Background: an optimization exercise with open tools, aiming at small area, a short achievable clock period and few clock cycles. Do not read the settings as production practice.
In this exercise RTL edits were held to simulation tests only and were not proved equivalent to the original.

==> build 3: inputs <==
## idea_dec_keygen
module idea_dec_keygen (
  input  logic         clk,
  input  logic         rst,
  input  logic         start,
  input  logic [127:0] key_in,
  output logic         busy,
  output logic         done,
  output logic         key_valid,
  input  logic [5:0]   rd_addr,
  output logic [15:0]  rd_data
);
==> flow/config.mk <==
export PLATFORM = sky130hd
export DESIGN_NAME = idea_dec_keygen
export DESIGN_NICKNAME = idea_dec_keygen
export VERILOG_FILES = /design/flow/design.v
export SDC_FILE = /design/flow/constraint.sdc
export NUM_CORES = 4
export LEC_CHECK = 0
export CAP_MARGIN = 20
export CORE_MARGIN = 2
export CORE_UTILIZATION = 45
export SETUP_SLACK_MARGIN = 5
export SLEW_MARGIN = 20
==> flow/constraint.sdc <==
create_clock -name core_clock -period 12.0 [get_ports {clk}]
set_input_delay 2.4000 -clock core_clock [delete_from_list [all_inputs] [get_ports {clk}]]
set_output_delay 2.4000 -clock core_clock [all_outputs]
set_load 0.01 [all_outputs]
run.sh (not shown) runs the stock make flow with config.mk's settings and CLKGATE_MAP_FILE= SYNTH_SCRIPT=/design/flow/synth_recipe.tcl, a recipe that flattens the netlist after the stock synthesis.
==> inputs of trial 72, as changes to build 3 <==
==> flow/config.mk (replaced) <==
export PLATFORM = sky130hd
export DESIGN_NAME = idea_dec_keygen
export DESIGN_NICKNAME = idea_dec_keygen
export VERILOG_FILES = /design/flow/design.v
export SDC_FILE = /design/flow/constraint.sdc
export NUM_CORES = 4
export LEC_CHECK = 0
export ABC_CLOCK_PERIOD_IN_PS = 5000
export CAP_MARGIN = 20
export CORE_MARGIN = 2
export CORE_UTILIZATION = 40
export SETUP_SLACK_MARGIN = 5
export SLEW_MARGIN = 20
==> inputs of trial 81, as changes to build 3 <==
--- a/flow/design.v
+++ b/flow/design.v
@@ -626,17 +626,17 @@
     end else if (cn <= 6'd8) begin
       ya_d = ka;
       yb_d = kb;
     end else if (cn == 6'd9) begin
       ya_d = mb;
     end else if (cn == 6'd10) begin
       xb_d = ma;
     end else if (cn == 6'd11) begin
-      xb_d = xa_q;                           
+      xb_d = xb_q;
     end else if (cn <= 6'd25) begin
     end else if (cn == 6'd26) begin
       xa_d = mb;
       ya_d = hb_q;
       yb_d = ha_q;
     end else if (cn == 6'd27) begin
       xb_d = ma;
       ya_d = cop;
==> flow/config.mk (replaced) <==
export PLATFORM = sky130hd
export DESIGN_NAME = idea_dec_keygen
export DESIGN_NICKNAME = idea_dec_keygen
export VERILOG_FILES = /design/flow/design.v
export SDC_FILE = /design/flow/constraint.sdc
export NUM_CORES = 4
export LEC_CHECK = 0
export ABC_CLOCK_PERIOD_IN_PS = 5000
export CAP_MARGIN = 20
export CORE_MARGIN = 2
export CORE_UTILIZATION = 40
export SETUP_SLACK_MARGIN = 5
export SLEW_MARGIN = 20
==> results.txt <==
item                                                                      trial 72                   build 3                trial 81
Run status                                                          finished clean            finished clean          finished clean
Vias in the first global route                                               43603                     43445                   43331
R2R Setup Slk                                                              4.46 ns                   4.38 ns                 4.54 ns
Standard cell area after detailed placement                            0.0511 mm^2               0.0509 mm^2             0.0511 mm^2
TritonCTS buffer count                                                          58                        59                      58
Routed metal-1 wirelength                                                 89100 um                  89100 um                86200 um
Leading cell type by number of instances after synthesis  sky130_fd_sc_hd__nand2_1  sky130_fd_sc_hd__nand2_1  sky130_fd_sc_hd__inv_1
Post-synth top area share                                                    28.5%                     28.5%                   29.6%
Later-pin clock latency in the skew report                                 0.70 ns                   0.71 ns                 0.69 ns
Number of placed instances, taps included                                     6387                      6226                    6305
Post-route cell area                                                   0.0604 mm^2               0.0602 mm^2             0.0600 mm^2
Capture endpoint of the worst hold path                          done_q$_SDFF_PP0_         done_q$_SDFF_PP0_       kv_q$_SDFFE_PP0P_
Sequential fraction of the synthesis area                                    32.6%                     32.6%                   33.0%
Iteration count of the initial detailed-routing pass                             7                         9                      13
Adder-cell share of the synthesized area                                     21.5%                     21.5%                   21.6%
Filler Cell Count                                                            10474                      8872                   10194
Worst hold margin                                                         0.475 ns                  0.491 ns                0.504 ns
Worst slack after detailed placement                                       2.91 ns                   2.71 ns                 3.16 ns
Testbench counts of build 3, summed over its fixed seeds: cycles 6,024.
Testbench counts of trial 72, summed over its fixed seeds: cycles 6,024.
Testbench counts of trial 81, summed over its fixed seeds: cycles 6,024.

## port drivers added, routing unchanged
The results above use ideal ports. As a check the final layouts listed here were re-extracted and re-timed, cells and wires unchanged. Step 1: set_driving_cell puts a clkbuf_16 on clk and a buf_2 on each other input, an assumption about the parent block. Step 2, shift: input delay + t, output delay - t, t = (earliest + latest rising clock arrival at the registers) / 2. This alone moves slack from input paths to output paths. Three values: ideal ports, drivers, drivers and shift; two values: the first two.
run | shift t [ns] | slack for setup (ns) | worst setup path after step 2 | clock arrival spread, ns | worst data-port slew with drivers (ns)
build 3 | 0.776 | 4.382 / 4.381 / 3.887 | input to register | 0.038 / 0.038 | 0.12
trial 72 | 0.746 | 4.460 / 4.460 / 3.747 | input to register | 0.062 / 0.062 | 0.15
trial 81 | 0.747 | 4.538 / 4.538 / 3.888 | input to register | 0.054 / 0.054 | 0.07
After both steps setup and hold are still met in every run listed. The setup slack of trial 72, which loses most, moves by 0.000 ns with the drivers and by -0.713 ns with both steps.
